Context: an optimization exercise on an open-source flow, tuned for small area, a short achievable clock period and few clock cycles. The choices shown serve that exercise and are no tape-out recipe. Function was not checked in any run shown here: the RTL went through the layout flow alone. Power figures rest on the tool's default switching activity, not on a simulated workload.

`config.mk`:
```
export PLATFORM = sky130hd
export DESIGN_NAME = rectangle_subtract
export DESIGN_NICKNAME = rectangle_subtract
export VERILOG_FILES = /design/flow/design.v
export SDC_FILE = /design/flow/constraint.sdc
export NUM_CORES = 4
export LEC_CHECK = 0
export CAP_MARGIN = 20
export CORE_MARGIN = 2
export CORE_UTILIZATION = 40
export SETUP_SLACK_MARGIN = 2.5
export SLEW_MARGIN = 20
```
`flow/run.sh`:
```
#!/bin/bash
# Own layout flow: the standard layout (standard.sh, unchanged synthesis,
# floorplan, power grid, placement, CTS and routing), except that the port
# buffers that global placement inserts on every input and output are plain
# sky130_fd_sc_hd__buf_2 cells instead of the delay-buffer cell buffer_ports
# picks by default. The full output of the run goes to standard.log here;
# each ORFS step's own log is under orfs/logs/.
set -euo pipefail
export BUFFER_PORTS_ARGS="-buffer_cell sky130_fd_sc_hd__buf_2"
bash standard.sh > standard.log 2>&1
```
`design.v`:
```
module rs_serial #(
    parameter int AM = 2
) (
    input  logic        i_clk,
    input  logic        i_rst_n,
    input  logic        i_load,
    input  logic [4:0]  i_pend,
    input  logic [15:0] i_x,
    input  logic [15:0] i_y,
    input  logic [15:0] i_right,
    input  logic [15:0] i_bottom,
    input  logic [15:0] i_cx,
    input  logic [15:0] i_cy,
    input  logic [15:0] i_cr,
    input  logic [15:0] i_cb,
    output logic [16:0] o_cr,
    output logic [16:0] o_cb,
    output logic        o_free,
    output logic        o_valid,
    input  logic        i_ready,
    output logic [15:0] o_x,
    output logic [15:0] o_y,
    output logic [15:0] o_width,
    output logic [15:0] o_height,
    output logic [2:0]  o_side,
    output logic        o_last
);
    logic [15:0] r_x, r_y, r_r, r_b;
    logic [4:0]  r_cur;
    logic [4:1]  r_rest;
    logic [4:0]  ld_cur, nx_cur;
    logic [4:1]  ld_rest, nx_rest;
    logic        busy, last, move;
    logic        r_busy, r_last;
    function automatic logic [4:0] first(input logic [4:0] p);
        if (p[0])      first = 5'b00001;
        else if (p[1]) first = 5'b00010;
        else if (p[2]) first = 5'b00100;
        else if (p[3]) first = 5'b01000;
        else           first = {p[4], 4'b0000};
    endfunction
    assign ld_cur  = first(i_pend);
    assign ld_rest = i_pend[4:1] & ~ld_cur[4:1];
    assign nx_cur  = first({r_rest, 1'b0});
    assign nx_rest = r_rest & ~nx_cur[4:1];
    assign busy    = r_busy;
    assign last    = r_last;
    assign move    = busy && (!o_valid || i_ready);
    assign o_free  = !busy || (move && last);
    always_ff @(posedge i_clk) begin
        if (!i_rst_n) begin
            r_cur  <= '0;
            r_rest <= '0;
            r_busy <= 1'b0;
            r_last <= 1'b1;
        end else if (i_load) begin
            r_cur  <= ld_cur;
            r_rest <= ld_rest;
            r_busy <= (i_pend != 5'b00000);
            r_last <= (ld_rest == 4'b0000);
        end else if (move) begin
            r_cur  <= nx_cur;
            r_rest <= nx_rest;
            r_busy <= !last;
            r_last <= (nx_rest == 4'b0000);
        end
    end
    always_ff @(posedge i_clk) begin
        if (i_load || (move && r_cur[1])) r_y <= i_load ? i_y : i_cy;
        if (i_load || (move && r_cur[2])) r_b <= i_load ? i_bottom : i_cb;
        if (i_load) begin
            r_x <= i_x;
            r_r <= i_right;
        end
    end
    logic [15:0] n_x, n_y, wa, ha;
    logic [16:0] ws, hs;
    assign n_x = (r_cur[4] || !r_busy) ? i_cr : r_x;
    assign n_y = (r_cur[2] || !r_busy) ? i_cb : r_y;
    assign wa  = (r_cur[3] || !r_busy) ? i_cx : r_r;
    assign ha  = (r_cur[1] || !r_busy) ? i_cy : r_b;
    rs_add #(.N(16), .MODE(AM)) u_w (.i_a(wa), .i_b(~n_x), .i_cin(r_busy), .o_s(ws));
    rs_add #(.N(16), .MODE(AM)) u_h (.i_a(ha), .i_b(~n_y), .i_cin(r_busy), .o_s(hs));
    assign o_cr = ws;
    assign o_cb = hs;
    always_ff @(posedge i_clk) begin
        if (!i_rst_n) begin
            o_valid <= 1'b0;
        end else if (move) begin
            o_valid <= 1'b1;
        end else if (i_ready) begin
            o_valid <= 1'b0;
        end
    end
    always_ff @(posedge i_clk) begin
        if (move) begin
            o_x      <= n_x;
            o_y      <= n_y;
            o_width  <= ws[15:0];
            o_height <= hs[15:0];
            o_side   <= {r_cur[4], r_cur[2] || r_cur[3], r_cur[1] || r_cur[3]};
            o_last   <= last;
        end
    end
endmodule
module rs_carry #(
    parameter int N    = 16,
    parameter int MODE = 0
) (
    input  logic [N-1:0] i_g,
    input  logic [N-1:0] i_p,
    input  logic         i_cin,
    output logic [N:0]   o_c
);
    localparam int L = $clog2(N + 1);
    logic [N:0] g;
    logic [N:0] p;
    always_comb begin
        g = {i_g, i_cin};
        p = {i_p, 1'b0};
        if (MODE == 0) begin
            for (int l = 0; l < L; l++) begin
                for (int i = N; i >= 0; i--) begin
                    if (((i >> l) & 1) == 1) begin
                        g[i] = g[i] | (p[i] & g[((i >> l) << l) - 1]);
                        p[i] = p[i] & p[((i >> l) << l) - 1];
                    end
                end
            end
        end else if (MODE == 1) begin
            for (int i = 1; i <= N; i++) begin
                g[i] = g[i] | (p[i] & g[i-1]);
            end
        end else begin
            for (int d = 1; d <= N; d = d * 2) begin
                for (int i = 2 * d - 1; i <= N; i = i + 2 * d) begin
                    g[i] = g[i] | (p[i] & g[i-d]);
                    p[i] = p[i] & p[i-d];
                end
            end
            for (int d = 1 << L; d >= 1; d = d / 2) begin
                for (int i = 3 * d - 1; i <= N; i = i + 2 * d) begin
                    g[i] = g[i] | (p[i] & g[i-d]);
                    p[i] = p[i] & p[i-d];
                end
            end
        end
        o_c = g;
    end
endmodule
module rs_add #(
    parameter int N    = 16,
    parameter int MODE = 0
) (
    input  logic [N-1:0] i_a,
    input  logic [N-1:0] i_b,
    input  logic         i_cin,
    output logic [N:0]   o_s
);
    logic [N:0] c;
    rs_carry #(.N(N), .MODE(MODE)) u_c (.i_g(i_a & i_b), .i_p(i_a ^ i_b), .i_cin(i_cin), .o_c(c));
    assign o_s = {c[N], (i_a ^ i_b) ^ c[N-1:0]};
endmodule
module rs_cmp #(
    parameter int N    = 16,
    parameter int MODE = 0
) (
    input  logic [N-1:0] i_a,
    input  logic [N-1:0] i_b,
    input  logic         i_ge,
    output logic         o_gt
);
    logic [N:0] c;
    rs_carry #(.N(N), .MODE(MODE)) u_c (.i_g(i_a & ~i_b), .i_p(i_a | ~i_b), .i_cin(i_ge), .o_c(c));
    assign o_gt = c[N];
endmodule
module rs_cmp3 #(
    parameter int N    = 16,
    parameter int MODE = 0
) (
    input  logic [N-1:0] i_a,
    input  logic [N-1:0] i_b,
    input  logic [N:0]   i_c,
    input  logic         i_ge,
    output logic         o_gt
);
    logic [N:0] n, s, k, k2;
    logic [N+1:0] c;
    assign n  = ~i_c;
    assign s  = {1'b0, i_a} ^ {1'b0, i_b} ^ n;
    assign k  = ({1'b0, i_a} & {1'b0, i_b}) | ({1'b0, i_a} & n) | ({1'b0, i_b} & n);
    assign k2 = {k[N-1:0], 1'b0};
    rs_carry #(.N(N+1), .MODE(MODE)) u_c (.i_g(s & k2), .i_p(s | k2), .i_cin(i_ge), .o_c(c));
    assign o_gt = c[N+1];
endmodule
module rectangle_subtract (
    input  logic        i_clk,
    input  logic        i_rst_n,
    input  logic        i_rect_valid,
    output logic        o_rect_ready,
    input  logic [15:0] i_rect_x,
    input  logic [15:0] i_rect_y,
    input  logic [15:0] i_rect_width,
    input  logic [15:0] i_rect_height,
    input  logic        i_cfg_valid,
    output logic        o_cfg_ready,
    input  logic [1:0]  i_cfg_index,
    input  logic [15:0] i_cfg_data,
    output logic        o_piece_valid,
    input  logic        i_piece_ready,
    output logic [15:0] o_piece_x,
    output logic [15:0] o_piece_y,
    output logic [15:0] o_piece_width,
    output logic [15:0] o_piece_height,
    output logic [2:0]  o_piece_side,
    output logic        o_piece_last
);
    localparam int IM = 0;
    logic [15:0] r_cx, r_cy;
    logic [16:0] r_cr, r_cb, cr_s, cb_s;
    logic        r_fx, r_fy, r_chnz, r_wr;
    logic        wx, ww, wy, wh;
    assign o_cfg_ready = 1'b1;
    assign wx = i_cfg_valid && (i_cfg_index == 2'd0);
    assign wy = i_cfg_valid && (i_cfg_index == 2'd1);
    assign ww = i_cfg_valid && (i_cfg_index == 2'd2);
    assign wh = i_cfg_valid && (i_cfg_index == 2'd3);
    always_ff @(posedge i_clk) begin
        if (!i_rst_n || wx) r_cx <= i_rst_n ? i_cfg_data : '0;
        if (!i_rst_n || wy) r_cy <= i_rst_n ? i_cfg_data : '0;
        if (!i_rst_n || wh) r_chnz <= i_rst_n && (i_cfg_data != 16'd0);
    end
    always_ff @(posedge i_clk) begin
        if (!i_rst_n) begin
            r_cr <= '0;
            r_fx <= 1'b0;
        end else if (ww) begin
            r_cr <= {1'b0, ~i_cfg_data};
            r_fx <= 1'b1;
        end else if (wx) begin
            if (!r_fx) r_cr <= cr_s;
            r_fx <= 1'b1;
        end else if (r_fx) begin
            r_cr <= cr_s;
            r_fx <= 1'b0;
        end
    end
    always_ff @(posedge i_clk) begin
        if (!i_rst_n) begin
            r_cb <= '0;
            r_fy <= 1'b0;
        end else if (wh) begin
            r_cb <= {1'b0, ~i_cfg_data};
            r_fy <= 1'b1;
        end else if (wy) begin
            if (!r_fy) r_cb <= cb_s;
            r_fy <= 1'b1;
        end else if (r_fy) begin
            r_cb <= cb_s;
            r_fy <= 1'b0;
        end
    end
    assign r_wr = r_fx || r_fy;
    logic [16:0] in_rr, in_rb;
    logic        in_top, in_bot, in_left, in_right, in_cont, in_ovl, in_hpos;
    logic        ov_l, ov_t, ov_r, ov_b;
    logic [4:0]  in_pend;
    rs_add #(.N(16), .MODE(IM)) u_rr (.i_a(i_rect_x), .i_b(i_rect_width), .i_cin(1'b0), .o_s(in_rr));
    rs_add #(.N(16), .MODE(IM)) u_rb (.i_a(i_rect_y), .i_b(i_rect_height), .i_cin(1'b0), .o_s(in_rb));
    rs_cmp #(.N(16)) u_top (.i_a(r_cy), .i_b(i_rect_y), .i_ge(1'b0), .o_gt(in_top));
    rs_cmp #(.N(16)) u_lft (.i_a(r_cx), .i_b(i_rect_x), .i_ge(1'b0), .o_gt(in_left));
    rs_cmp3 #(.N(16)) u_bot (.i_a(i_rect_y), .i_b(i_rect_height), .i_c(r_cb), .i_ge(1'b0), .o_gt(in_bot));
    rs_cmp3 #(.N(16)) u_rgt (.i_a(i_rect_x), .i_b(i_rect_width), .i_c(r_cr), .i_ge(1'b0), .o_gt(in_right));
    rs_cmp3 #(.N(16)) u_ovl (.i_a(i_rect_x), .i_b(i_rect_width), .i_c({1'b0, r_cx}), .i_ge(1'b0), .o_gt(ov_l));
    rs_cmp3 #(.N(16)) u_ovt (.i_a(i_rect_y), .i_b(i_rect_height), .i_c({1'b0, r_cy}), .i_ge(1'b0), .o_gt(ov_t));
    rs_cmp #(.N(17)) u_ovr (.i_a(r_cr), .i_b({1'b0, i_rect_x}), .i_ge(1'b0), .o_gt(ov_r));
    rs_cmp #(.N(17)) u_ovb (.i_a(r_cb), .i_b({1'b0, i_rect_y}), .i_ge(1'b0), .o_gt(ov_b));
    assign in_cont  = !in_top && !in_left && !in_bot && !in_right;
    assign in_ovl   = ov_l && ov_t && ov_r && ov_b;
    assign in_hpos  = r_chnz && (i_rect_height != 16'd0);
    assign in_pend  = in_cont ? 5'b00000 :
                      !in_ovl ? 5'b00001 :
                      {in_right && in_hpos, in_left && in_hpos, in_bot, in_top, 1'b0};
    logic       rfree, accept;
    logic       r_cq;
    rs_serial u_rs_serial (
        .i_clk    (i_clk),
        .i_rst_n  (i_rst_n),
        .i_load   (accept),
        .i_pend   (in_pend),
        .i_x      (i_rect_x),
        .i_y      (i_rect_y),
        .i_right  (in_rr[15:0]),
        .i_bottom (in_rb[15:0]),
        .i_cx     (r_cx),
        .i_cy     (r_cy),
        .i_cr     (r_cr[15:0]),
        .i_cb     (r_cb[15:0]),
        .o_cr     (cr_s),
        .o_cb     (cb_s),
        .o_free   (rfree),
        .o_valid  (o_piece_valid),
        .i_ready  (i_piece_ready),
        .o_x      (o_piece_x),
        .o_y      (o_piece_y),
        .o_width  (o_piece_width),
        .o_height (o_piece_height),
        .o_side   (o_piece_side),
        .o_last   (o_piece_last)
    );
    assign accept       = i_rect_valid && rfree && !r_wr;
    assign o_rect_ready = (rfree && !r_wr) || r_cq;
    always_ff @(posedge i_clk) begin
        if (!i_rst_n) begin
            r_cq <= 1'b0;
        end else begin
            r_cq <= i_rect_valid && !o_rect_ready && !r_wr && in_cont;
        end
    end
endmodule
```
`standard.sh`:
```
#!/bin/bash
# synth_recipe.tcl (not shown) runs the flow's synth.tcl, then flattens the netlist and writes it again
# the make line also repeats each setting of config.mk as NAME=value (left out here)
make -C /OpenROAD-flow-scripts/flow DESIGN_CONFIG=/design/flow/config.mk WORK_HOME=/design/flow/orfs CLKGATE_MAP_FILE= SYNTH_SCRIPT=/design/flow/synth_recipe.tcl "${@:-finish}"
```
`constraint.sdc`:
```
create_clock -name core_clock -period 5.0 [get_ports {i_clk}]
set_input_delay 1.0000 -clock core_clock [delete_from_list [all_inputs] [get_ports {i_clk}]]
set_output_delay 1.0000 -clock core_clock [all_outputs]
set_load 0.01 [all_outputs]
```
==> results.txt, run 1 <==
- CP Buf/Inv Count: 3
- Minimum clock period: 3.67 ns
- Max incr delay on CP: 0.37 ns
- Simple-gate share of the synthesized area: 0.128
- CTS tree: built
- First-pass GRT wire length: 65000 um
- Post-synth EDFFs: 165
- Net Sw Power: 2.27 mW
- Compound-gate portion of the synthesized area: 0.163
- Post-synthesis cell area: 0.0142 mm^2
- Setup skew after layout: 0.00643 ns
- Worst Path Arrival: 4.10 ns
- Skew-Pair Late Insertion Delay: 0.53 ns
- Core Region: 0.0353 mm^2
- Most frequent cell after synthesis: edfxtp_1
- RSZ-0062 raised after global routing: yes
- Largest net degree at the start of global routing: 51
- Cell Int Power: 4.46 mW
- Top area cells in the synthesized netlist: edfxtp_1 (35%), fa_1 (12%), dfxtp_1 (6.8%)
- Synth top cells by count: edfxtp_1 (165), inv_1 (147), nand2_1 (126)
- FF-to-FF path depth: 18
- Hold Fails Final Rpt: 0
- Crit path launch: u_rs_serial.r_busy
- Vias in the first global route: 11.6k
- Synth cell types: 77
- CP Capture Type: register
- Largest area contributor in the netlist: edfxtp_1
- Worst reg2reg path endpoint: r_cb[12]
- Crit path max-delay family: compound AO/OA/AOI/OAI gates
- Register area share after synthesis: 0.416
- Power Dens Cells: 363 mW/mm^2
- Final #Nets: 1866
- Hold Crit Class: reg2reg
- Max Slew Vio Count: 0
- Main synth FF type: edfxtp_1
- Iteration-0 DRC Markers: 1031
- TritonRoute pass-1 iters: 6
- Share of the synthesized area in the top cell type: 0.349
- Max capacitance violation total: 0
- Pleak: 7.52 nW
- Max-slew headroom at the worst pin: 0.334
- Cells after Synth: 1370
- Ys async rst share: 0
- FP Rows: 69
- Sequential share of power: 0.342
- DR WL/cell: 20.5 um
- CP Max Fanout: 5
- Hold wc startpoint: u_rs_serial.r_rest[1]
- Syn Area/Cell: 10.4 um^2
- Grt ovf: 0
- Worst Max-Slew Pin Slew: 0.999 ns
- Final setup viols: 0
- Final Util: 0.525
- Die Width: 192 um
- ANT nets after route: 0
- Fin crit share: 0.735
- Cell with the most instances on the worst path: a21o_1
- Syn-to-layout area delta: 30.4%
- Logic pwr share: 0.385
- Worst Hold End: u_rs_serial.r_rest[1]
- Status: timing/DRC/antenna clean
- CTS Sinks: 213
- Num CTS Buffers: 25
- Adder-Cell Fraction of Synth Area: 0.192
- # DRC: 0
- Post-Synth XOR/XNOR Area: 0.0216
- Top-Level Pins: 158
- Die height: 192 um
- CTS Root Cell: clkbuf_16
- DIE AREA: 0.0371 mm^2
- Initial antenna violation count: 3
- Critical path launch point type: register
- Syn. warnings: 5
- RePlAce Congestion: 0.922
- Setup Crit Path Kind: reg2reg
- #FFs+latches synth: 213
- Worst r2r src: u_rs_serial.r_busy
- Slowest library cell on the worst path: dfxtp_4
- Vias: 11.6k
- Switching portion of total power: 0.338
- Port Buf Inserts: 156
- Synthesized net count: 1605
- Setup_tns: 0 ns
- DP Wirelength: 31800 um
- Peak supply drop: 0.000280 V
- Crit path required time: 5.42 ns
- R2R Setup Slk: 1.33 ns
- Share of cells above drive strength 1: 0.311
- Gr usage total: 0.230
- FMAX: 272 MHz
- Worst hold stages: 2
- Post-Place Cell Area: 0.0158 mm^2
- Post-route design area: 0.0185 mm^2
- Post-synthesis mux area share: 0.0295
- Drt via density: 5.50
- WL final: 43400 um
- Largest family of logic cells by synthesized area: adder cells
- Clock power frac: 0.274
- Clock H-tree levels: 1
- Maximum clock insertion buffer count: 3
- Clock-pin transition on the worst setup and hold timing paths: 0.06 ns
- CP cell instances: inv_8, nor2_4, mux2i_2, fa_2, inv_2, a21o_1, a21o_1, a21o_1, a21o_1, a21o_1, a211oi_4, buf_4, nor2_2, fa_2, xor2_2, mux2i_1, mux2i_1, and2_1
- Initial core utilization: 0.403
[worst max-delay path by stage]
stage / cells after the start / slack [ns] / end
floorplan: 20 / 1.61 / r_cr[14]
global placement: 17 / 1.02 / r_cb[15]
detailed placement: 17 / 1.03 / r_cb[15]
CTS: 17 / 1.28 / r_cb[15]
global route: 18 / 1.13 / r_cb[12]
finish: 18 / 1.33 / r_cb[12]
[registers in the layout, summed over array words and instances, names as in the netlist, 3 cells and up]
name                  cells
u_rs_serial.o_width      16
u_rs_serial.o_y          16
u_rs_serial.r_rest        4
u_rs_serial.r_x          16
u_rs_serial.r_b          16
u_rs_serial.o_height     16
r_cy                     16
u_rs_serial.r_cur         4
u_rs_serial.o_x          16
r_cx                     16
u_rs_serial.r_r          16
u_rs_serial.r_y          16
u_rs_serial.o_side        3
r_cr                     17
r_cb                     17
[tightest hold or removal path, cell delays in order (launching register included)]
cell     delay, ns
dfxtp_1       0.37
inv_1         0.09
nor2_1        0.04
[cell families (layout without fill, tap and decap cells)]
| group | Yosys count | after routing |
|---|---|---|
| simple gates | 377 | 378 |
| compound gates | 345 | 345 |
| flops | 213 | 213 |
| buf+inv | 186 | 464 |
| fa+ha+maj | 172 | 172 |
| mux | 41 | 41 |
| xor+xnor | 35 | 35 |
| other cells | 1 | 4 |
[stage by stage]
| stage | hold slack [ns] | setup slack (ns) | power (mW) | std cells |
|---|---|---|---|---|
| floorplan | 0.453 | 1.61 | 3.60 | 1370 |
| global placement | 0.516 | 1.02 | 4.23 | 1963 |
| detailed placement | 0.530 | 1.03 | 4.25 | 1964 |
| CTS | 0.538 | 1.28 | 6.48 | 2074 |
| global route | 0.567 | 1.13 | 7.07 | 2113 |
| finish | 0.550 | 1.33 | 6.73 | 2113 |
[power groups by stage]
| stage | sequential (mW) | clock, mW | combinational (mW) |
|---|---|---|---|
| after CTS | 2.30 | 1.88 | 2.30 |
| after detailed placement | 2.33 | 0 | 1.93 |
| after global routing | 2.32 | 1.94 | 2.81 |
| after global placement | 2.33 | 0 | 1.90 |
| final | 2.30 | 1.84 | 2.59 |
| after floorplan | 2.33 | 0 | 1.27 |
[layout make-up]
| class | count | area, um^2 |
|---|---|---|
| fillers | 3112 | 16800 |
| multi-input cells | 972 | 8590 |
| flip-flops and latches | 213 | 5920 |
| repair buffers | 270 | 2040 |
| clock buffers | 33 | 686 |
| inverters | 149 | 591 |
| well taps | 461 | 577 |
| clock inverters | 12 | 130 |
| diodes | 3 | 7.51 |
[placed cells by master, fill, tap and decap left out, types with 57 or more instances in the layout]
| master | instances |
|---|---|
| ha_1 | 57 |
| fa_1 | 59 |
| edfxtp_1 | 165 |
| buf_4 | 84 |
| inv_1 | 132 |
| buf_2 | 128 |
| o21ai_0 | 57 |
| nor2_1 | 77 |
| nand2_1 | 121 |
| a21oi_1 | 67 |
[what timing repair did]
action | 4_1_cts | 5_1_grt
pin swaps | 78 | 93
setup buffers | 63 | 36
endpoints found under the setup margin | 112 | 85
cloned | 2 | 0
hold buffers | 0 | 0
hold endpoints to repair | 0 | 0
gates resized for setup | 141 | 117
[layer usage]
layer  global-route usage  routed length (um)
met1                0.317               18900
met2                0.375               20200
met3               0.0287                2700
met4               0.0804                1540
met5                    0                   0
==> run 2, diff against run 1 <==
==> run.sh (new file) <==
#!/bin/bash
# synth_recipe.tcl (not shown) runs the flow's synth.tcl, then flattens the netlist and writes it again
# the make line also repeats each setting of config.mk as NAME=value (left out here)
make -C /OpenROAD-flow-scripts/flow DESIGN_CONFIG=/design/flow/config.mk WORK_HOME=/design/flow/orfs CLKGATE_MAP_FILE= SYNTH_SCRIPT=/design/flow/synth_recipe.tcl finish
removed: flow/run.sh
removed: standard.sh
==> results.txt, run 2 <==
- Max capacitance violation total: 0 (unchanged)
- Max-slew headroom at the worst pin: 0.332 (-0.00227)
- CP Buf/Inv Count: 2 (-1)
- Hold Fails Final Rpt: 0 (unchanged)
- CTS Root Cell: clkbuf_16
- Vias in the first global route: 11.7k (+1.4%)
- Core Region: 0.0353 mm^2 (unchanged)
- Cell with the most instances on the worst path: a21o_1
- FF-to-FF path depth: 17 (-1)
- Setup skew after layout: 0.0149 ns (+0.00850 ns)
- R2R Setup Slk: 1.36 ns (+0.04 ns)
- Logic pwr share: 0.382 (-0.003)
- Drt via density: 5.49 (-0.19%)
- Syn. warnings: 5 (unchanged)
- Largest area contributor in the netlist: edfxtp_1
- Critical path launch point type: register
- Final setup viols: 0 (unchanged)
- Clock H-tree levels: 1 (unchanged)
- FMAX: 275 MHz (+1.0%)
- Ys async rst share: 0 (unchanged)
- Top area cells in the synthesized netlist: edfxtp_1 (35%), fa_1 (12%), dfxtp_1 (6.8%)
- Sequential share of power: 0.340 (-0.002)
- Worst Path Arrival: 4.07 ns (-0.03 ns)
- Post-Place Cell Area: 0.0166 mm^2 (+5.0%)
- Worst reg2reg path endpoint: r_cb[14]
- Status: timing/DRC/antenna clean
- Post-synth EDFFs: 165 (unchanged)
- Hold Crit Class: reg2reg
- Pleak: 7.52 nW (about the same)
- Initial antenna violation count: 1 (-2)
- Die Width: 192 um (unchanged)
- First-pass GRT wire length: 66500 um (+2.3%)
- DP Wirelength: 32100 um (+0.79%)
- Port Buf Inserts: 156 (unchanged)
- Num CTS Buffers: 25 (unchanged)
- WL final: 43900 um (+1.2%)
- Skew-Pair Late Insertion Delay: 0.54 ns (about the same)
- Hold wc startpoint: u_rs_serial.r_rest[4]
- Switching portion of total power: 0.334 (-0.00401)
- Maximum clock insertion buffer count: 3 (unchanged)
- CP cell instances: inv_8, nor2_4, mux2i_2, fa_2, inv_2, a21o_1, a21o_1, a21o_1, a21o_1, a21o_1, a211oi_4, o31ai_4, fa_2, xor2_4, mux2i_1, mux2i_1, and2_1
- Worst r2r src: u_rs_serial.r_busy
- Worst Hold End: u_rs_serial.r_rest[4]
- Final Non-Filler Cells: 2104 (-0.43%)
- Clock-pin transition on the worst setup and hold timing paths: 0.06 ns (about the same)
- CTS tree: built
- TritonRoute pass-1 iters: 6 (unchanged)
- Main synth FF type: edfxtp_1
- Worst Max-Slew Pin Slew: 1.00 ns (+0.00340 ns)
- Post-synthesis cell area: 0.0142 mm^2 (unchanged)
- RSZ-0062 raised after global routing: yes
- # DRC: 0 (unchanged)
- DIE AREA: 0.0371 mm^2 (unchanged)
- Largest net degree at the start of global routing: 43 (-16%)
- Final Hold Slack: 0.537 ns (-0.0131 ns)
- Worst hold stages: 2 (unchanged)
- Max incr delay on CP: 0.42 ns (+0.05 ns)
- Setup_tns: 0 ns (unchanged)
- Die height: 192 um (unchanged)
- DR WL/cell: 20.9 um (+1.7%)
- Synthesized net count: 1605 (unchanged)
- Max Slew Vio Count: 0 (unchanged)
- Most frequent cell after synthesis: edfxtp_1
- Vias: 11.6k (-0.61%)
- Crit path required time: 5.43 ns (about the same)
- Setup Crit Path Kind: reg2reg
- CTS Sinks: 213 (unchanged)
- #FFs+latches synth: 213 (unchanged)
- Crit path max-delay family: compound AO/OA/AOI/OAI gates
- Initial core utilization: 0.403 (unchanged)
- Cell Int Power: 4.50 mW (+1.0%)
- Top-Level Pins: 158 (unchanged)
- Syn Area/Cell: 10.4 um^2 (unchanged)
- Fin crit share: 0.727 (-0.00762)
- CP Capture Type: register
- Most frequent cells in the layout: edfxtp_1 (165), inv_1 (128), nand2_1 (116)
- Synth cell types: 77 (unchanged)
- Share of cells above drive strength 1: 0.262 (-0.0492)
- Commonest non-fill, non-tap cell in the layout: edfxtp_1
- CP Max Fanout: 6 (+1)
- Net Sw Power: 2.25 mW (-0.79%)
- Synth top cells by count: edfxtp_1 (165), inv_1 (147), nand2_1 (126)
- Iteration-0 DRC Markers: 883 (-14%)
- Peak supply drop: 0.000236 V (-16%)
- Share of the synthesized area in the top cell type: 0.349 (unchanged)
- Cells after Synth: 1370 (unchanged)
- Minimum clock period: 3.64 ns (-0.0381 ns)
- Largest registers: r_cb (17), r_cr (17)
- Gr usage total: 0.236 (+0.00582)
- Syn-to-layout area delta: 33.9%
- Fill cell count: 3093 (-0.61%)
- Power Dens Cells: 355 mW/mm^2 (-2.2%)
- Register area share after synthesis: 0.416 (unchanged)
- Placed Instances: 1964 (unchanged)
- Final #Nets: 1858 (-0.43%)
- Grt ovf: 0 (unchanged)
- FP Rows: 69 (unchanged)
- Clock power frac: 0.278 (+0.004)
- ANT nets after route: 0 (unchanged)
- RePlAce Congestion: 0.939 (+1.9%)
- Slowest library cell on the worst path: fa_2
- Post-route design area: 0.0190 mm^2 (+2.7%)
[run 2: cell count changes in the layout (fill, tap and decap cells not counted), sizes merged]
cell	previous run	this run
clkbuf	35	38
bufinv	2	3
clkdlybuf4s15	0	8
nor2	93	94
dlymetal6s2s	0	3
clkdlybuf4s50	0	87
clkinvlp	7	9
diode	3	1
buf	267	148
dlygate4sd2	0	7
[run 2: logic make-up after synthesis]
group | synth area share
flip-flops | 0.416
multiplexers | 0.0295
buffers and inverters | 0.0495
other | 0.000264
adder cells (fa/ha/maj) | 0.192
AO/OA/AOI/OAI | 0.163
XOR/XNOR | 0.0216
AND/OR/NAND/NOR | 0.128
[run 2: metrics by stage]
step | power (mW) | setup WS (ns) | utilization
finish | 6.76 | 1.36 | 0.539
global route | 7.12 | 1.23 | 0.539
CTS | 6.62 | 1.31 | 0.525
detailed placement | 4.37 | 0.526 | 0.470
global placement | 4.35 | 0.558 | 0.470
floorplan | 3.60 | 1.61 | -
[run 2: worst max-delay path by stage]
stage,from,to,cells past startpoint
6_report,u_rs_serial.r_busy,r_cb[14],17
3_3_place_gp,i_rect_y[13],u_rs_serial.r_rest[4],11
2_1_floorplan,u_rs_serial.r_busy,r_cr[14],20
5_1_grt,u_rs_serial.r_busy,r_cb[14],17
4_1_cts,u_rs_serial.r_busy,r_cb[15],17
3_5_place_dp,i_rect_x[14],u_rs_serial.r_rest[4],10
[run 2: layout make-up]
type,count,area (um^2),share of cell area
Timing Repair inverter,2,15.0,0.000789
Multi-Input combinational cell,973,8670,0.456
Clock buffer,33,687,0.0361
Inverter,149,593,0.0312
Tap cell,461,577,0.0303
Timing Repair Buffer,259,2420,0.127
Antenna cell,1,2.50,0.000131
Clock inverter,13,144,0.00756
Sequential cell,213,5920,0.311
[run 2: what timing repair did]
item	in CTS	in global routing
hold buffers	0	0
setup endpoints to repair	228	133
pin swaps	113	79
setup buffers	71	16
resized for setup	415	109
gates cloned	4	2
[run 2: worst reg2reg max path, stage by stage (launching register included)]
cell and delay (ns):
dfxtp_4 0.38, inv_8 0.06, nor2_4 0.20, mux2i_2 0.30, fa_2 0.26, inv_2 0.04, a21o_1 0.15, a21o_1 0.18
a21o_1 0.16, a21o_1 0.17, a21o_1 0.21, a211oi_4 0.33, o31ai_4 0.12, fa_2 0.42, xor2_4 0.19, mux2i_1 0.15
mux2i_1 0.08, and2_1 0.14
[run 2: power by group through the flow]
| stage | Clock, mW | Sequential [mW] | Combinational (mW) |
|---|---|---|---|
| after global routing | 1.99 | 2.31 | 2.82 |
| after global placement | 0 | 2.33 | 2.02 |
| final | 1.88 | 2.30 | 2.58 |
| after floorplan | 0 | 2.33 | 1.27 |
| after CTS | 1.91 | 2.29 | 2.41 |
| after detailed placement | 0 | 2.33 | 2.04 |
[run 2: routing by layer]
layer,vias up,part of all wire,track usage
met3,73,0.054,0.0287
met1,5721,0.44,0.318
met2,361,0.48,0.402
met5,-,0,0
li1,5395,-,-
met4,0,0.027,0.0658
==> run 3, diff against run 2 <==
--- a/design.v
+++ b/design.v
@@ -34,2 +34,6 @@
     logic        r_busy, r_last;
+    logic [4:1]  r_sel;
+    function automatic logic [4:1] selof(input logic [4:0] c);
+        selof = c[4:1] | {4{c == 5'b00000}};
+    endfunction
     function automatic logic [4:0] first(input logic [4:0] p);
@@ -55,2 +59,3 @@
             r_last <= 1'b1;
+            r_sel  <= 4'b1111;
         end else if (i_load) begin
@@ -60,2 +65,3 @@
             r_last <= (ld_rest == 4'b0000);
+            r_sel  <= selof(ld_cur);
         end else if (move) begin
@@ -65,2 +71,3 @@
             r_last <= (nx_rest == 4'b0000);
+            r_sel  <= selof(nx_cur);
         end
@@ -77,6 +84,6 @@
     logic [16:0] ws, hs;
-    assign n_x = (r_cur[4] || !r_busy) ? i_cr : r_x;
-    assign n_y = (r_cur[2] || !r_busy) ? i_cb : r_y;
-    assign wa  = (r_cur[3] || !r_busy) ? i_cx : r_r;
-    assign ha  = (r_cur[1] || !r_busy) ? i_cy : r_b;
+    assign n_x = r_sel[4] ? i_cr : r_x;
+    assign n_y = r_sel[2] ? i_cb : r_y;
+    assign wa  = r_sel[3] ? i_cx : r_r;
+    assign ha  = r_sel[1] ? i_cy : r_b;
     rs_add #(.N(16), .MODE(AM)) u_w (.i_a(wa), .i_b(~n_x), .i_cin(r_busy), .o_s(ws));
@@ -233,7 +240,4 @@
     always_ff @(posedge i_clk) begin
-        if (!i_rst_n) begin
-            r_cr <= '0;
-            r_fx <= 1'b0;
-        end else if (ww) begin
-            r_cr <= {1'b0, ~i_cfg_data};
+        if (!i_rst_n || ww) begin
+            r_cr <= {1'b0, ~(i_cfg_data & {16{i_rst_n}})};
             r_fx <= 1'b1;
@@ -248,7 +252,4 @@
     always_ff @(posedge i_clk) begin
-        if (!i_rst_n) begin
-            r_cb <= '0;
-            r_fy <= 1'b0;
-        end else if (wh) begin
-            r_cb <= {1'b0, ~i_cfg_data};
+        if (!i_rst_n || wh) begin
+            r_cb <= {1'b0, ~(i_cfg_data & {16{i_rst_n}})};
             r_fy <= 1'b1;
==> flow/run.sh (new file) <==
#!/bin/bash
# Own layout flow: the standard layout (standard.sh, unchanged synthesis,
# floorplan, power grid, placement, CTS and routing), except that the port
# buffers that global placement inserts on every input and output are plain
# sky130_fd_sc_hd__buf_2 cells instead of the delay-buffer cell buffer_ports
# picks by default. The full output of the run goes to standard.log here;
# each ORFS step's own log is under orfs/logs/.
set -euo pipefail
export BUFFER_PORTS_ARGS="-buffer_cell sky130_fd_sc_hd__buf_2"
bash standard.sh > standard.log 2>&1
==> standard.sh (new file) <==
#!/bin/bash
# synth_recipe.tcl (not shown) runs the flow's synth.tcl, then flattens the netlist and writes it again
# the make line also repeats each setting of config.mk as NAME=value (left out here)
make -C /OpenROAD-flow-scripts/flow DESIGN_CONFIG=/design/flow/config.mk WORK_HOME=/design/flow/orfs CLKGATE_MAP_FILE= SYNTH_SCRIPT=/design/flow/synth_recipe.tcl "${@:-finish}"
removed: run.sh
==> results.txt, run 3 <==
- Largest area contributor in the netlist: edfxtp_1
- Most frequent cells in the layout: edfxtp_1 (197), inv_1 (156), buf_2 (138)
- Critical path launch point type: register
- Max-slew headroom at the worst pin: 0.511 (+0.179)
- CP Max Fanout: 3 (-3)
- Worst Hold End: u_rs_serial.o_side[2]
- ANT nets after route: 0 (unchanged)
- Largest net degree at the start of global routing: 54 (+26%)
- Post-synthesis cell area: 0.0145 mm^2 (+2.3%)
- Number of diodes: 0 (-1)
- Final setup viols: 0 (unchanged)
- CP Capture Type: register
- Hold Fails Final Rpt: 0 (unchanged)
- WL final: 42900 um (-2.5%)
- CTS tree: built
- Final Util: 0.537 (-0.00178)
- Ys async rst share: 0 (unchanged)
- Post-synth EDFFs: 197 (+19%)
- Synth top cells by count: edfxtp_1 (197), inv_1 (177), nand2_1 (127)
- Worst hold stages: 0 (-2)
- Top-Level Pins: 158 (unchanged)
- Share of cells above drive strength 1: 0.353 (+0.0907)
- Register area share after synthesis: 0.434 (+0.0182)
- Vias: 11.4k (-1.5%)
- Die Width: 195 um (+1.1%)
- Met2 Use GR: 0.374 (-0.0279)
- Setup_tns: 0 ns (unchanged)
- RSZ-0062 raised after global routing: yes
- Syn-to-layout area delta: 31.7%
- M3 GR Usage: 0.0234 (-0.00531)
- Share of the synthesized area in the top cell type: 0.407 (+0.0583)
- Setup skew after layout: 0.0164 ns (+0.00151 ns)
- Multi-input logic area: 0.00859 mm^2 (-0.91%)
- Pleak: 8.07 nW (+7.3%)
- Num CTS Buffers: 27 (+8.0%)
- FMAX: 288 MHz (+4.6%)
- Most frequent cell after synthesis: edfxtp_1
- TritonRoute pass-1 iters: 5 (-1)
- Grt ovf: 0 (unchanged)
- CTS Sinks: 217 (+1.9%)
- Minimum clock period: 3.48 ns (-0.161 ns)
- Syn Area/Cell: 11.0 um^2 (+6.1%)
- Status: timing/DRC/antenna clean
- Power Dens Cells: 441 mW/mm^2 (+24%)
- CP Buf/Inv Count: 3 (+1)
- #FFs+latches synth: 217 (+1.9%)
- Initial antenna violation count: 0 (-1)
- Setup Crit Path Kind: reg2reg
- GRT Max-Usage Layer: met2
- Crit path required time: 5.40 ns (-0.03 ns)
- Worst r2r src: u_rs_serial.r_sel[1]
- Worst Path Arrival: 3.88 ns (-0.19 ns)
- CP cell instances: mux2_4, fa_2, a21o_1, a21oi_2, o21bai_2, a31oi_2, o2111ai_2, a21oi_2, o21bai_2, buf_4, buf_6, inv_2, fa_2, mux2_4, nand2_1
- R2R Setup Slk: 1.52 ns (+0.16 ns)
- Peak supply drop: 0.000292 V (+23%)
- Hold wc startpoint: u_rs_serial.r_cur[4]
- Max incr delay on CP: 0.45 ns (+0.03 ns)
- Gr usage total: 0.224 (-0.0126)
- DIE AREA: 0.0379 mm^2 (+2.3%)
- Storage element area: 0.00633 mm^2 (+6.8%)
- Vias in the first global route: 11.6k (-1.2%)
- FP Rows: 69 (unchanged)
- Largest registers: r_cb (17), r_cr (17)
- Die height: 195 um (+1.1%)
- Drt via density: 5.46 (-0.62%)
- Iteration-0 DRC Markers: 929 (+5.2%)
- Fin crit share: 0.695 (-0.0321)
- Max capacitance violation total: 0 (unchanged)
- Cell depth of the worst setup path: 15 (-2)
- Hold Crit Class: reg2reg
- Clock H-tree levels: 1 (unchanged)
- Synthesized net count: 1556 (-3.1%)
- Initial core utilization: 0.408 (+0.00526)
- DP Wirelength: 31600 um (-1.3%)
- Slowest library cell on the worst path: fa_2
- Cells after Synth: 1321 (-3.6%)
- Worst Max-Slew Pin Slew: 0.732 ns (-0.271 ns)
- Top area cells in the synthesized netlist: edfxtp_1 (41%), fa_1 (12%), ha_1 (5.5%)
- Skew-Pair Late Insertion Delay: 0.55 ns (about the same)
- Port Buf Inserts: 156 (unchanged)
- CTS Root Cell: clkbuf_16
- Maximum clock insertion buffer count: 3 (unchanged)
- Fill cell count: 3119 (+0.84%)
- Core Region: 0.0357 mm^2 (+0.98%)
- FF-to-FF path depth: 15 (-2)
- Final #Nets: 1841 (-0.91%)
- Max Slew Vio Count: 0 (unchanged)
- Clock-pin transition on the worst setup and hold timing paths: 0.06 ns (about the same)
- Worst reg2reg path endpoint: r_cb[11]
- DR WL/cell: 20.5 um (-1.6%)
- Syn. warnings: 5 (unchanged)
- Main synth FF type: edfxtp_1
- Synth cell types: 80 (+3.9%)
- Crit path max-delay family: compound AO/OA/AOI/OAI gates
- # DRC: 0 (unchanged)
- RePlAce Congestion: 0.897 (-4.5%)
- First-pass GRT wire length: 65700 um (-1.2%)
- Commonest non-fill, non-tap cell in the layout: edfxtp_1
- GR Util met1: 0.314 (-0.00353)
- Number of hold buffers added after CTS: 0 (unchanged)
run 3: changes by cell type in the layout (fill, tap and decap cells not counted), sizes merged, moves of 28 or more:
cell	change
nor2	-41
a21oi	-37
edfxtp	+32
clkdlybuf4s50	-87
inv	+33
dfxtp	-28
buf	+136
run 3: cell families (layout without fill, tap and decap cells):
logic type | after synthesis | count (layout) | share of synthesized area
buf+inv | 210 | 514 | 0.0545
mux | 81 | 81 | 0.0585
other cells | 1 | 1 | 0.000258
fa+ha+maj | 168 | 168 | 0.185
simple gates | 323 | 323 | 0.108
compound gates | 291 | 291 | 0.141
xor+xnor | 30 | 30 | 0.0181
flops | 217 | 217 | 0.434
run 3: area by class of cell:
cell class | instances | area share
Multi-Input combinational cell | 894 | 0.449
Sequential cell | 217 | 0.330
Timing Repair Buffer | 287 | 0.109
Clock buffer | 33 | 0.0397
Inverter | 179 | 0.0360
Tap cell | 461 | 0.0301
Clock inverter | 15 | 0.00581
run 3: how the worst max path moves through the flow:
stage / startpoint / endpoint / slack (ns)
detailed placement: u_rs_serial.r_sel[1] / r_cb[15] / 0.91
finish: u_rs_serial.r_sel[1] / r_cb[11] / 1.52
global route: u_rs_serial.r_sel[2] / r_cb[15] / 1.42
floorplan: i_rect_x[13] / u_rs_serial.r_busy / 1.56
global placement: u_rs_serial.r_sel[3] / r_cr[15] / 0.94
CTS: u_rs_serial.r_sel[3] / r_cr[15] / 1.41
run 3: power breakdown:
| part | switching [mW] | leakage [nW] | total, mW | internal, mW |
|---|---|---|---|---|
| sequential | 0.218 | 1.97 | 2.55 | 2.33 |
| combinational | 2.00 | 5.67 | 3.98 | 1.98 |
| clock | 0.793 | 0.428 | 1.92 | 1.13 |
| total | 3.01 | 8.07 | 8.45 | 5.44 |
run 3: per-layer routing:
metal  wire length, um  share of wire
met2             20800           0.48
met4               772          0.018
met1             19200           0.45
met5                 0              0
met3              2140          0.050
run 3: repair_timing:
item                                    4_1_cts  5_1_grt
buffers inserted                             85       32
pin swaps                                    97       63
resized for setup                           168       96
endpoints found under the setup margin      116      148
run 3: through the flow:
stage / hold WS [ns] / instances / setup WS, ns / cell area, um^2 / power (mW)
after floorplan: 0.409 / 1321 / 1.56 / 15000 / 4.47
after global placement: 0.500 / 1921 / 0.945 / 16200 / 5.32
after detailed placement: 0.500 / 1921 / 0.907 / 16200 / 5.35
after CTS: 0.513 / 2054 / 1.41 / 18500 / 8.04
after global routing: 0.522 / 2086 / 1.42 / 19200 / 8.93
final: 0.518 / 2086 / 1.52 / 19200 / 8.45
run 3: worst reg2reg max path: cells and delay by family (launching register included):
kind            cells  cell delay [ns]
compound gates      7             1.15
buf+inv             3             0.29
fa+ha+maj           2             0.81
flops               1             0.40
mux                 2             0.60
simple gates        1             0.06
==> run 4, diff against run 3 <==
--- a/config.mk
+++ b/config.mk
@@ -10,2 +10,3 @@
 export CORE_UTILIZATION = 40
+export CTS_BUF_LIST = sky130_fd_sc_hd__clkbuf_8
 export SETUP_SLACK_MARGIN = 2.5
==> results.txt, run 4 <==
- CTS Sinks: 217 (unchanged)
- Final Hold Slack: 0.530 ns (+0.0120 ns)
- DIE AREA: 0.0379 mm^2 (unchanged)
- CTS tree: built
- Drt via density: 5.45 (about the same)
- Register area share after synthesis: 0.434 (unchanged)
- Worst r2r src: u_rs_serial.r_sel[1]
- RSZ-0062 raised after global routing: yes
- Synth cell types: 80 (unchanged)
- Fill cell count: 3145 (+0.83%)
- DP Worst Slack: 0.907 ns (unchanged)
- Status: timing/DRC/antenna clean
- Largest area contributor in the netlist: edfxtp_1
- Slowest library cell on the worst path: fa_2
- FMAX: 287 MHz (-0.19%)
- Max incr delay on CP: 0.45 ns (about the same)
- CP Capture Type: register
- Max capacitance violation total: 0 (unchanged)
- TritonRoute pass-1 iters: 5 (unchanged)
- CTS Root Cell: clkbuf_8
- Commonest non-fill, non-tap cell in the layout: edfxtp_1
- Synth top cells by count: edfxtp_1 (197), inv_1 (177), nand2_1 (127)
- Worst Max-Slew Pin Slew: 0.792 ns (+0.0604 ns)
- Cells after Synth: 1321 (unchanged)
- Syn. warnings: 5 (unchanged)
- Pleak: 7.97 nW (-1.3%)
- Share of the synthesized area in the top cell type: 0.407 (unchanged)
- DP Wirelength: 31600 um (unchanged)
- Sequential share of power: 0.316 (+0.014)
- Clock H-tree levels: 2 (+1)
- Port Buf Inserts: 156 (unchanged)
- Syn Area/Cell: 11.0 um^2 (unchanged)
- First-pass GRT wire length: 66000 um (+0.46%)
- Most frequent cells in the layout: edfxtp_1 (197), inv_1 (169), buf_2 (142)
- FF-to-FF path depth: 15 (unchanged)
- Hold Crit Class: reg2reg
- Skew-Pair Late Insertion Delay: 0.59 ns (+0.04 ns)
- Top-Level Pins: 158 (unchanged)
- Largest registers: r_cb (17), r_cr (17)
- Logic pwr share: 0.479 (+0.008)
- Final worst slack: 1.52 ns (-0.00660 ns)
- Final Util: 0.529 (-0.00782)
- Grt ovf: 0 (unchanged)
- Post-synthesis cell area: 0.0145 mm^2 (unchanged)
- # DRC: 0 (unchanged)
- Syn-to-layout area delta: 29.8%
- CP cell instances: mux2_4, fa_2, a21o_1, a21oi_2, o21bai_2, a31oi_2, o2111ai_2, a21oi_2, o21bai_2, buf_4, buf_6, inv_2, fa_2, mux2_4, nand2_1
- Gr usage total: 0.226 (+0.00234)
- WL final: 42700 um (-0.36%)
- Worst Path Arrival: 3.92 ns (+0.04 ns)
- Num CTS Buffers: 39 (+44%)
- Die Width: 195 um (unchanged)
- Crit path launch: u_rs_serial.r_sel[1]
- Final #Nets: 1840 (-0.054%)
- Fin crit share: 0.697 (+0.00132)
- Core Region: 0.0357 mm^2 (unchanged)
- Minimum clock period: 3.48 ns (+0.00660 ns)
- Number of hold buffers added after CTS: 0 (unchanged)
- Most frequent cell after synthesis: edfxtp_1
- Final Power: 8.08 mW (-4.5%)
- Worst hold stages: 0 (unchanged)
- Setup skew after layout: 0.0280 ns (+0.0116 ns)
- DR WL/cell: 20.4 um (-0.74%)
- Post-synth EDFFs: 197 (unchanged)
- Max Slew Vio Count: 0 (unchanged)
- #FFs+latches synth: 217 (unchanged)
- Vias: 11.4k (+0.35%)
- Vias in the first global route: 11.6k (-0.13%)
- FP Rows: 69 (unchanged)
- RePlAce Congestion: 0.897 (unchanged)
- CP Buf/Inv Count: 3 (unchanged)
- Max-slew headroom at the worst pin: 0.470 (-0.0414)
- Power Dens Cells: 428 mW/mm^2 (-3.0%)
- Initial antenna violation count: 1 (+1)
- Final setup viols: 0 (unchanged)
- Clock power frac: 0.205 (-0.023)
- ANT nets after route: 0 (unchanged)
- Setup_tns: 0 ns (unchanged)
- Setup Crit Path Kind: reg2reg
- Main synth FF type: edfxtp_1
- Cell depth of the worst setup path: 15 (unchanged)
- Crit path max-delay family: compound AO/OA/AOI/OAI gates
- Ys async rst share: 0 (unchanged)
- Switching portion of total power: 0.368 (+0.0111)
- Top area cells in the synthesized netlist: edfxtp_1 (41%), fa_1 (12%), ha_1 (5.5%)
- Hold wc startpoint: u_rs_serial.r_cur[4]
- Clock-pin transition on the worst setup and hold timing paths: 0.07 ns (about the same)
- Iteration-0 DRC Markers: 939 (+1.1%)
- Net Sw Power: 2.97 mW (-1.5%)
- Die height: 195 um (unchanged)
- Hold Fails Final Rpt: 0 (unchanged)
- Share of cells above drive strength 1: 0.343 (-0.0101)
- Peak supply drop: 0.000195 V (-33%)
- Critical path launch point type: register
- Initial core utilization: 0.408 (unchanged)
- Cell Int Power: 5.11 mW (-6.1%)
- Crit path required time: 5.44 ns (+0.04 ns)
- Synthesized net count: 1556 (unchanged)
- Maximum clock insertion buffer count: 3 (unchanged)
- Largest net degree at the start of global routing: 54 (unchanged)
- CP Max Fanout: 3 (unchanged)
==> run 4: cell counts after synthesis <==
Identical to the previous run, type by type.
==> run 4: worst register-to-register path, delay by kind of cell, from the launching register on <==
kind / cells / cell delay (ns)
compound gates: 7 / 1.15
fa+ha+maj: 2 / 0.82
buf+inv: 3 / 0.29
flops: 1 / 0.41
mux: 2 / 0.60
simple gates: 1 / 0.06
==> run 4: final timing paths <==
path | end | slack (ns)
hold reg to reg | u_rs_serial.o_side[2] | 0.53
hold / removal | u_rs_serial.o_side[2] | 0.53
setup / recovery | r_cb[11] | 1.52
setup reg to reg | r_cb[11] | 1.52
==> run 4: power by group through the flow <==
| stage | Sequential, mW | Combinational, mW | Clock [mW] |
|---|---|---|---|
| after floorplan | 2.48 | 1.99 | 0 |
| after global placement | 2.57 | 2.75 | 0 |
| after detailed placement | 2.56 | 2.79 | 0 |
| after CTS | 2.54 | 3.55 | 1.68 |
| after global routing | 2.57 | 4.22 | 1.76 |
| final | 2.55 | 3.87 | 1.66 |
==> run 4: timing repair <==
item	CTS	global route
endpoints found under the setup margin	116	128
gates resized for setup	161	83
pin swaps	84	63
buffers inserted	81	23
==> run 4: cell families (layout without fill, tap and decap cells) <==
kind of cell	after synthesis	in the layout	synth area share
fa+ha+maj	168	168	0.185
flops	217	217	0.434
other cells	1	2	0.000258
mux	81	81	0.0585
xor+xnor	30	30	0.0181
compound gates	291	291	0.141
simple gates	323	323	0.108
buf+inv	210	521	0.0545
==> run 4: per-stage QoR <==
stage	instance area, um^2	cells
floorplan	15000	1321
global placement	16200	1921
detailed placement	16200	1921
CTS	18300	2070
global route	18900	2094
finish	18900	2094
==> run 4: per-layer routing <==
| metal | global-route usage | part of all wire | up-vias |
|---|---|---|---|
| met2 | 0.372 | 0.48 | 302 |
| li1 | - | - | 5345 |
| met1 | 0.314 | 0.45 | 5717 |
| met5 | 0 | 0 | - |
| met3 | 0.0311 | 0.044 | 56 |
| met4 | 0.0613 | 0.021 | 0 |
==> run 4: area by class of cell <==
type | instances | area, um^2 | area share
repair buffers | 274 | 1970 | 0.104
clock buffers | 42 | 578 | 0.0306
flip-flops and latches | 217 | 6330 | 0.335
diodes | 1 | 2.50 | 0.000133
inverters | 179 | 682 | 0.0361
well taps | 461 | 577 | 0.0306
clock inverters | 26 | 163 | 0.00862
multi-input cells | 894 | 8580 | 0.454
==> run 5, diff against run 4 <==
--- a/config.mk
+++ b/config.mk
@@ -11,3 +11,3 @@
 export CTS_BUF_LIST = sky130_fd_sc_hd__clkbuf_8
-export SETUP_SLACK_MARGIN = 2.5
+export SETUP_SLACK_MARGIN = 2.0
 export SLEW_MARGIN = 20
==> results.txt, run 5 <==
- Hold Crit Class: reg2reg
- Worst reg2reg path endpoint: r_cr[15]
- Critical path launch point type: register
- Gr usage total: 0.221 (-0.00493)
- Setup Crit Path Kind: reg2reg
- Max Slew Vio Count: 0 (unchanged)
- DR WL/cell: 20.4 um (+0.23%)
- Top area cells in the synthesized netlist: edfxtp_1 (41%), fa_1 (12%), ha_1 (5.5%)
- Worst Hold End: u_rs_serial.o_side[2]
- Max capacitance violation total: 0 (unchanged)
- Most frequent cell after synthesis: edfxtp_1
- Maximum clock insertion buffer count: 3 (unchanged)
- GRT Max-Usage Layer: met2
- Crit path required time: 5.29 ns (-0.15 ns)
- Fill cell count: 3184 (+1.2%)
- Slowest library cell on the worst path: fa_2
- Initial core utilization: 0.408 (unchanged)
- Die height: 195 um (unchanged)
- WL final: 42200 um (-1.2%)
- RSZ-0062 raised after global routing: yes
- Port Buf Inserts: 156 (unchanged)
- Post-synth EDFFs: 197 (unchanged)
- Vias: 11.2k (-2.1%)
- Share of cells above drive strength 1: 0.305 (-0.0377)
- CP cell instances: buf_6, mux2i_4, inv_1, ha_1, a21o_1, a21oi_2, o21bai_2, a31oi_4, o2111ai_2, a21oi_2, o21bai_2, a31oi_4, o21ai_2, fa_2, nand2_1, o211ai_1
- Worst hold stages: 0 (unchanged)
- Ys async rst share: 0 (unchanged)
- ANT nets after route: 0 (unchanged)
- Num CTS Buffers: 40 (+2.6%)
- CP Max Fanout: 3 (unchanged)
- DP Wirelength: 32000 um (+1.0%)
- Pleak: 7.74 nW (-2.8%)
- Most frequent cells in the layout: edfxtp_1 (197), inv_1 (179), buf_2 (143)
- Vias in the first global route: 11.2k (-3.0%)
- CTS tree: built
- Top-Level Pins: 158 (unchanged)
- CTS Root Cell: clkbuf_8
- Largest area contributor in the netlist: edfxtp_1
- Syn. warnings: 5 (unchanged)
- Max incr delay on CP: 0.47 ns (+0.02 ns)
- CTS Sinks: 217 (unchanged)
- Clock-pin transition on the worst setup and hold timing paths: 0.06 ns (about the same)
- DIE AREA: 0.0379 mm^2 (unchanged)
- Setup_tns: 0 ns (unchanged)
- Share of the synthesized area in the top cell type: 0.407 (unchanged)
- Synth cell types: 80 (unchanged)
- CP Capture Type: register
- Minimum clock period: 3.53 ns (+0.0456 ns)
- Synthesized net count: 1556 (unchanged)
- Largest registers: r_cb (17), r_cr (17)
- Worst Max-Slew Pin Slew: 0.745 ns (-0.0468 ns)
- Crit path max-delay family: compound AO/OA/AOI/OAI gates
- FP Rows: 69 (unchanged)
- RePlAce Congestion: 0.905 (+0.88%)
- Final Util: 0.512 (-0.0172)
- Worst r2r src: u_rs_serial.r_sel[3]
- Peak supply drop: 0.000187 V (-4.0%)
- Clock H-tree levels: 2 (unchanged)
- GR Util met1: 0.301 (-0.0121)
- Final #Nets: 1807 (-1.8%)
- Fin crit share: 0.706 (+0.00913)
- Number of diodes: 0 (-1)
- R2R Setup Slk: 1.47 ns (-0.05 ns)
- M3 GR Usage: 0.0293 (-0.00174)
- #FFs+latches synth: 217 (unchanged)
- Max-slew headroom at the worst pin: 0.503 (+0.0328)
- Power Dens Cells: 429 mW/mm^2 (+0.27%)
- Hold wc startpoint: u_rs_serial.r_cur[4]
- Iteration-0 DRC Markers: 913 (-2.8%)
- # DRC: 0 (unchanged)
- Synth top cells by count: edfxtp_1 (197), inv_1 (177), nand2_1 (127)
- Core Region: 0.0357 mm^2 (unchanged)
- Number of hold buffers added after CTS: 0 (unchanged)
- Syn-to-layout area delta: 25.6%
- CP Buf/Inv Count: 2 (-1)
- Multi-input logic area: 0.00828 mm^2 (-3.4%)
- Post-route design area: 0.0183 mm^2 (-3.2%)
- TritonRoute pass-1 iters: 5 (unchanged)
- Initial antenna violation count: 0 (-1)
- Final setup viols: 0 (unchanged)
- Post-Place Cell Area: 0.0161 mm^2 (-0.91%)
- Post-synthesis cell area: 0.0145 mm^2 (unchanged)
- Cells after Synth: 1321 (unchanged)
- Register area share after synthesis: 0.434 (unchanged)
- Worst Path Arrival: 3.81 ns (-0.11 ns)
- Die Width: 195 um (unchanged)
- Main synth FF type: edfxtp_1
- Syn Area/Cell: 11.0 um^2 (unchanged)
- Hold Fails Final Rpt: 0 (unchanged)
- Commonest non-fill, non-tap cell in the layout: edfxtp_1
- Status: timing/DRC/antenna clean
- Storage element area: 0.00632 mm^2 (about the same)
- FF-to-FF path depth: 16 (+1)
- Grt ovf: 0 (unchanged)
- First-pass GRT wire length: 64300 um (-2.6%)
- Setup skew after layout: 0.0223 ns (-0.00579 ns)
- Skew-Pair Late Insertion Delay: 0.56 ns (-0.03 ns)
- Met2 Use GR: 0.363 (-0.00903)
- Largest net degree at the start of global routing: 49 (-9.3%)
- Drt via density: 5.41 (-0.77%)
- FMAX: 283 MHz (-1.3%)
[run 5: cell counts after synthesis]
Identical to the previous run, type by type.
[run 5: metal layers]
layer  share of wire  vias to the layer above
met4           0.029                        0
met5               0                        -
met2            0.48                      353
li1                -                     5285
met3           0.050                       73
met1            0.44                     5464
[run 5: cell type report]
type                       count  share of cell area
clock buffer                  47              0.0354
multi-input combinational    894               0.454
sequential                   217               0.346
inverter                     179              0.0375
clock inverter                27             0.00603
tap                          461              0.0316
timing repair buffer         240              0.0896
[run 5: repair_timing]
item | CTS | global route
endpoints found under the setup margin | 59 | 56
resized for setup | 117 | 85
pin swaps | 50 | 66
hold endpoints to repair | 0 | 0
buffers inserted | 44 | 26
[run 5: logic make-up (layout without fill, tap and decap cells)]
group | count (synthesis) | after routing | share of synthesized area
AO/OA/AOI/OAI | 291 | 291 | 0.141
other | 1 | 1 | 0.000258
buffers and inverters | 210 | 493 | 0.0545
flip-flops | 217 | 217 | 0.434
AND/OR/NAND/NOR | 323 | 323 | 0.108
XOR/XNOR | 30 | 30 | 0.0181
adder cells (fa/ha/maj) | 168 | 168 | 0.185
multiplexers | 81 | 81 | 0.0585
[run 5: power breakdown]
group	switching [mW]	leakage [nW]	internal, mW
clock	0.781	0.458	0.855
sequential	0.211	1.97	2.33
combinational	1.92	5.31	1.73
[run 5: worst max-delay path by stage]
stage,depth (start not counted),start,slack [ns],to
global placement,14,u_rs_serial.r_sel[3],0.97,r_cr[15]
detailed placement,14,u_rs_serial.r_sel[3],0.93,r_cr[15]
CTS,17,u_rs_serial.r_sel[1],1.30,r_cb[13]
finish,16,u_rs_serial.r_sel[3],1.47,r_cr[15]
floorplan,10,i_rect_x[13],1.56,u_rs_serial.r_busy
global route,14,r_cx[0],1.34,r_cr[15]
[run 5: stage by stage]
step	power, mW	cells	worst slack, ns	hold slack [ns]
2_1_floorplan	4.39	1321	1.56	0.409
3_3_place_gp	5.24	1921	0.965	0.512
3_5_place_dp	5.28	1921	0.928	0.512
4_1_cts	7.45	2039	1.30	0.529
5_1_grt	8.33	2065	1.34	0.527
6_report	7.84	2065	1.47	0.515

-- afterwards: timing with drivers on the ports --
How much do the figures lean on ideal ports? The routed layouts below were timed once more, with nothing changed but the port constraints.
Step 1: set_driving_cell puts a clkbuf_16 on i_clk and a buf_2 on each other input, an assumption about the parent block.
Step 2 times the ports against the registers' clock, not the clock port: input delays grow and output delays shrink by t, the midpoint of the rising clock arrivals with the driver on.
a / b / c = ideal / step 1 / step 2; a / b = the first two.
run | t, ns | setup WS [ns] | worst setup path at the end
run 1 | 0.579 | 1.325 / 1.325 / 1.221 | input to register
run 2 | 0.583 | 1.363 / 1.363 / 1.339 | input to register
run 3 | 0.587 | 1.524 / 1.524 / 1.086 | input to register
run 4 | 0.616 | 1.517 / 1.517 / 1.120 | input to register
run 5 | 0.593 | 1.472 / 1.472 / 1.148 | input to register
After both steps every run listed still meets setup and hold. For run 3, which loses most, drivers alone change the setup slack by 0.000 ns; drivers and shift together by -0.438 ns.
